From an optimization exercise on the open Yosys and OpenROAD flow, aimed at small area, a short achievable clock period and few clock cycles per item; shortcuts taken in it are not production practice. Only simulation tests tie the RTL to the original design; equivalence was not proved.

==> run a <==
## taylor_cos
module taylor_cos
(
   input  logic         clock,
   input  logic         reset,
   input  logic         start,
   input  logic [W-1:0] angle_in,
   output logic         ready_out,
   output logic [W-1:0] cos_out
);
clock: 12.0 ns
lec_check: 0
abc_area: 1
cap_margin: 20
core_margin: 2
core_utilization: 65
slew_margin: 20
run.sh (not shown) runs the stock make flow with config.mk's settings and CLKGATE_MAP_FILE= SYNTH_SCRIPT=/design/flow/synth_recipe.tcl, a recipe that flattens the netlist after the stock synthesis.
==> run b: changes against run a <==
--- a/flow/config.mk
+++ b/flow/config.mk
@@ -9,4 +9,4 @@
 export CAP_MARGIN = 20
 export CORE_MARGIN = 2
-export CORE_UTILIZATION = 65
+export CORE_UTILIZATION = 40
 export SLEW_MARGIN = 20
==> summary of the runs <==
- Run a went through all stages and came out clean. Run b passed the timing, DRC and antenna checks.
- In clock-buffer cell count, run a and run b do not differ.
- Synthesized cell count is the same in run b and run a.
- In run b the first-iteration DRC count is lower than in run a, by about 16%.
- Of run b and run a, run b has the higher cell count (gap 8.1%, measured against run a).
- Between run b and run a, the lower sequential share of layout area is in run b (gap 0.13 points).
- Register-to-register slack: run b is higher than run a (1100 ps).
- Via count: run a is larger than run b (about 2%).
==> figures <==
Via count of the first global-routing pass: run a 18730; run b 18660
Wire length of the first global-routing pass: run a 108500 um; run b 112300 um
Via count: run a 18660; run b 18300
Outcome: run a timing/DRC/antenna clean; run b timing/DRC/antenna clean
Layout fillers: run a 2591; run b 4936
Non-clock buffer instance count of the final layout: run a 96; run b 104
Worst setup path endpoint: run a b_q[16]; run b b_q[19]
Share of layout cells above drive strength 1: run a 0.04694; run b 0.05083
Fraction of area in multi-input gates: run a 0.7512; run b 0.7394
Non-filler instance count after layout: run a 2862; run b 3094
Standard cell area after detailed placement: run a 20100 um^2; run b 20460 um^2
Number of search-and-repair iterations in the first detailed-routing pass: run a 7; run b 6
Clk_skew: run a 10.67 ps; run b 20.29 ps
Testbench counts of run a, summed over its fixed seeds: cycles 3,072, items 512.
Testbench counts of run b, summed over its fixed seeds: cycles 3,072, items 512.


==> job 8194: inputs <==
Another version of the RTL of taylor_cos (not shown whole).
==> module taylor_cos, before the edit <==
module taylor_cos
(
   input  logic         clock,
   input  logic         reset,
   input  logic         start,
   input  logic [W-1:0] angle_in,
   output logic         ready_out,
   output logic [W-1:0] cos_out
);
   logic [4:0]  step_q;     
   logic        ready_q;
   logic [24:0] a_q;        
   logic [24:0] b_q;        
   logic        x23_q;      
   logic        idle;
   logic        accept;
   logic [24:0] s_row;
   logic        e_bit;
   logic [24:0] mul_p;
   logic [3:0]  t;
   logic [24:0] acc4;
   assign idle   = ~|step_q;
   assign accept = idle & start;
   fxp_mul u_mul (
      .a_in (a_q[23:0]),
      .b_in (b_q),
      .s_in (s_row),
      .e_in (e_bit),
      .p_c  (mul_p)
   );
   always_comb begin
      s_row = {1'b0, {23{x23_q}} & b_q[22:0], 1'b0};
      if (step_q[1]) s_row = 25'h1ffd27d;    
      if (step_q[2]) s_row = 25'h0055555;    
      if (step_q[3]) s_row = 25'h1c00000;    
      if (step_q[4]) s_row = 25'h0800000;    
   end
   assign e_bit = step_q[0] & x23_q;
   logic [23:0] x;
   assign x = {x23_q, a_q[22:0]};
   always_comb begin
      t = 4'd0;
      if (x >= 24'd2897)     t = t + 4'd1;
      if (x >= 24'd5931643)  t = t + 4'd1;
      if (x >= 24'd8388609)  t = t + 4'd1;
      if (x >= 24'd10273906) t = t + 4'd1;
      if (x >= 24'd11863284) t = t + 4'd1;
      if (x >= 24'd13263555) t = t + 4'd1;
      if (x >= 24'd14529496) t = t + 4'd1;
      if (x >= 24'd15693649) t = t + 4'd1;
      acc4 = 25'd208 - {21'd0, t};
   end
   always_ff @(posedge clock or posedge reset) begin
      if (reset) begin
         step_q  <= 5'd0;
         ready_q <= 1'b0;
      end else begin
         step_q <= {step_q[3:0], accept};
         if (accept)         ready_q <= 1'b0;
         else if (step_q[4]) ready_q <= 1'b1;
      end
   end
   always_ff @(posedge clock) begin
      if (accept) begin
         a_q   <= {2'b0, angle_in[22:0]};
         b_q   <= {2'b0, angle_in[22:0]};
         x23_q <= angle_in[23];
      end else if (step_q[0]) begin
         a_q <= acc4;
         b_q <= mul_p;
      end else if (!idle) begin
         a_q <= mul_p;
      end
   end
   assign ready_out = ready_q;
   assign cos_out   = a_q[24] ? {W{1'b0}} : a_q[W-1:0];
endmodule
clock: 12.0 ns
lec_check: 0
abc_area: 1
cap_margin: 20
core_margin: 2
core_utilization: 40
slew_margin: 20
synth_hierarchical: 1
standard.sh (not shown) runs the stock make flow with config.mk's settings and CLKGATE_MAP_FILE= SYNTH_SCRIPT=/design/flow/synth_recipe.tcl, a recipe that flattens the netlist after the stock synthesis.
==> flow/flow/run.sh <==
#!/bin/bash
set -euo pipefail
bash standard.sh SETUP_SLACK_MARGIN=6.1 finish > flow.log 2>&1
==> job 3731: changes against job 8194 <==
--- a/flow/design.v
+++ b/flow/design.v
@@ -2280,6 +2280,8 @@
    logic [24:0] mul_p;
    logic [3:0]  t;
    logic [24:0] acc4;
+   logic [23:0] x;
+   assign x = {x23_q, a_q[22:0]};
    assign idle   = ~|step_q;
    assign accept = idle & start;
    fxp_mul u_mul (
@@ -2297,20 +2299,20 @@
       if (step_q[4]) s_row = 25'h0800000;    
    end
    assign e_bit = step_q[0] & x23_q;
-   logic [23:0] x;
-   assign x = {x23_q, a_q[22:0]};
-   always_comb begin
-      t = 4'd0;
-      if (x >= 24'd2897)     t = t + 4'd1;
-      if (x >= 24'd5931643)  t = t + 4'd1;
-      if (x >= 24'd8388609)  t = t + 4'd1;
-      if (x >= 24'd10273906) t = t + 4'd1;
-      if (x >= 24'd11863284) t = t + 4'd1;
-      if (x >= 24'd13263555) t = t + 4'd1;
-      if (x >= 24'd14529496) t = t + 4'd1;
-      if (x >= 24'd15693649) t = t + 4'd1;
-      acc4 = 25'd208 - {21'd0, t};
-   end
+   logic [7:0] c;
+   assign c[0] = x >= 24'd2897;
+   assign c[1] = x >= 24'd5931643;
+   assign c[2] = x >= 24'd8388609;
+   assign c[3] = x >= 24'd10273906;
+   assign c[4] = x >= 24'd11863284;
+   assign c[5] = x >= 24'd13263555;
+   assign c[6] = x >= 24'd14529496;
+   assign c[7] = x >= 24'd15693649;
+   assign t[3] = c[7];
+   assign t[2] = c[3] & ~c[7];
+   assign t[1] = (c[1] & ~c[3]) | (c[5] & ~c[7]);
+   assign t[0] = (c[0] & ~c[1]) | (c[2] & ~c[3]) | (c[4] & ~c[5]) | (c[6] & ~c[7]);
+   assign acc4 = 25'd208 - {21'd0, t};
    always_ff @(posedge clock or posedge reset) begin
       if (reset) begin
          step_q  <= 5'd0;
==> flow/flow/run.sh (replaced) <==
#!/bin/bash
set -euo pipefail
bash standard.sh SETUP_SLACK_MARGIN=5.5 "BUFFER_PORTS_ARGS=-buffer_cell sky130_fd_sc_hd__buf_1" finish > flow.log 2>&1
==> job 325: changes against job 8194 <==
==> flow/flow/run.sh (replaced) <==
#!/bin/bash
set -euo pipefail
bash standard.sh SETUP_SLACK_MARGIN=5.5 finish > flow.log 2>&1
--- a/flow/config.mk
+++ b/flow/config.mk
@@ -10,4 +10,3 @@
 export CORE_MARGIN = 2
 export CORE_UTILIZATION = 40
 export SLEW_MARGIN = 20
-export SYNTH_HIERARCHICAL = 1
==> job 8514: changes against job 8194 <==
==> flow/flow/run.sh (replaced) <==
#!/bin/bash
set -euo pipefail
bash standard.sh SETUP_SLACK_MARGIN=5.5 "BUFFER_PORTS_ARGS=-buffer_cell sky130_fd_sc_hd__buf_1" finish > flow.log 2>&1
==> comparison table <==
Status: job 8514 finished clean; job 325 finished clean; job 3731 finished clean; job 8194 finished clean
Die Y: job 8514 219 um; job 325 215 um; job 3731 215 um; job 8194 219 um
Number of search-and-repair iterations in the first detailed-routing pass: job 8514 6; job 325 9; job 3731 8; job 8194 7
Seq/total area: job 8514 8.12%; job 325 7.87%; job 3731 8.34%; job 8194 6.92%
Most repeated cell in the gate-level netlist after synthesis: job 8514 sky130_fd_sc_hd__inv_1; job 325 sky130_fd_sc_hd__xor2_1; job 3731 sky130_fd_sc_hd__inv_1; job 8194 sky130_fd_sc_hd__inv_1
Number of multi-input logic gates: job 8514 1754; job 325 1617; job 3731 1629; job 8194 1758
Pin count of the biggest net entering global routing: job 8514 61; job 325 36; job 3731 67; job 8194 37
Via count: job 8514 17200; job 325 16900; job 3731 16500; job 8194 18700
Filler cell count: job 8514 4622; job 325 4212; job 3731 4511; job 8194 4201
Worst setup path endpoint: job 8514 a_q[10]; job 325 a_q[9]; job 3731 a_q[10]; job 8194 b_q[10]
Fraction of synthesized area in multiplexers: job 8514 0.163%; job 325 0.127%; job 3731 0.168%; job 8194 0.163%
Non-clock buffer share: job 8514 4.94%; job 325 9.45%; job 3731 5.48%; job 8194 11.9%
RePlAce Congestion: job 8514 0.950; job 325 0.935; job 3731 0.949; job 8194 0.994
Slew @ Worst Pin: job 8514 1060 ps; job 325 1020 ps; job 3731 1160 ps; job 8194 882 ps
Worst Path Arrival: job 8514 6450 ps; job 325 6570 ps; job 3731 6550 ps; job 8194 6060 ps
Sequential cell area: job 8514 0.00164 mm2; job 325 0.00164 mm2; job 3731 0.00164 mm2; job 8194 0.00164 mm2
Testbench counts of job 8194, summed over its fixed seeds: cycles 3,072, items 512.
Testbench counts of job 3731, summed over its fixed seeds: cycles 3,072, items 512.
Testbench counts of job 325, summed over its fixed seeds: cycles 3,072, items 512.
Testbench counts of job 8514, summed over its fixed seeds: cycles 3,072, items 512.

afterwards: timing with drivers on the ports:
No port has a modelled driver above. Below, the same layouts with a new extraction and two added sets of constraints. Step 1, drivers: a clkbuf_16 drives clock and a buf_2 each remaining input, both assumed. Step 2, shift: input delay + t, output delay - t, t = (earliest + latest rising clock arrival at the registers) / 2. This alone moves slack from input paths to output paths. Slacks: no drivers / after step 1 / after step 2; pairs: no drivers / after step 1.
run | shift t [ns] | setup slack, ns | worst setup path at the end | slew at the worst register clock pin (ns) | pins driven straight from the clock port
run a | 0.342 | 2.950 / 2.950 / 2.950 | register to register | 0.08 / 0.08 | 1
run b | 0.354 | 4.027 / 4.027 / 4.027 | register to register | 0.09 / 0.09 | 1
job 8194 | 0.358 | 5.969 / 5.969 / 5.969 | register to register | 0.06 / 0.06 | 1
job 3731 | 0.390 | 5.629 / 5.629 / 5.629 | register to register | 0.05 / 0.05 | 1
job 325 | 0.395 | 5.615 / 5.615 / 5.615 | register to register | 0.06 / 0.06 | 1
job 8514 | 0.359 | 5.703 / 5.703 / 5.703 | register to register | 0.06 / 0.06 | 1
After both steps every run listed still meets setup and hold.
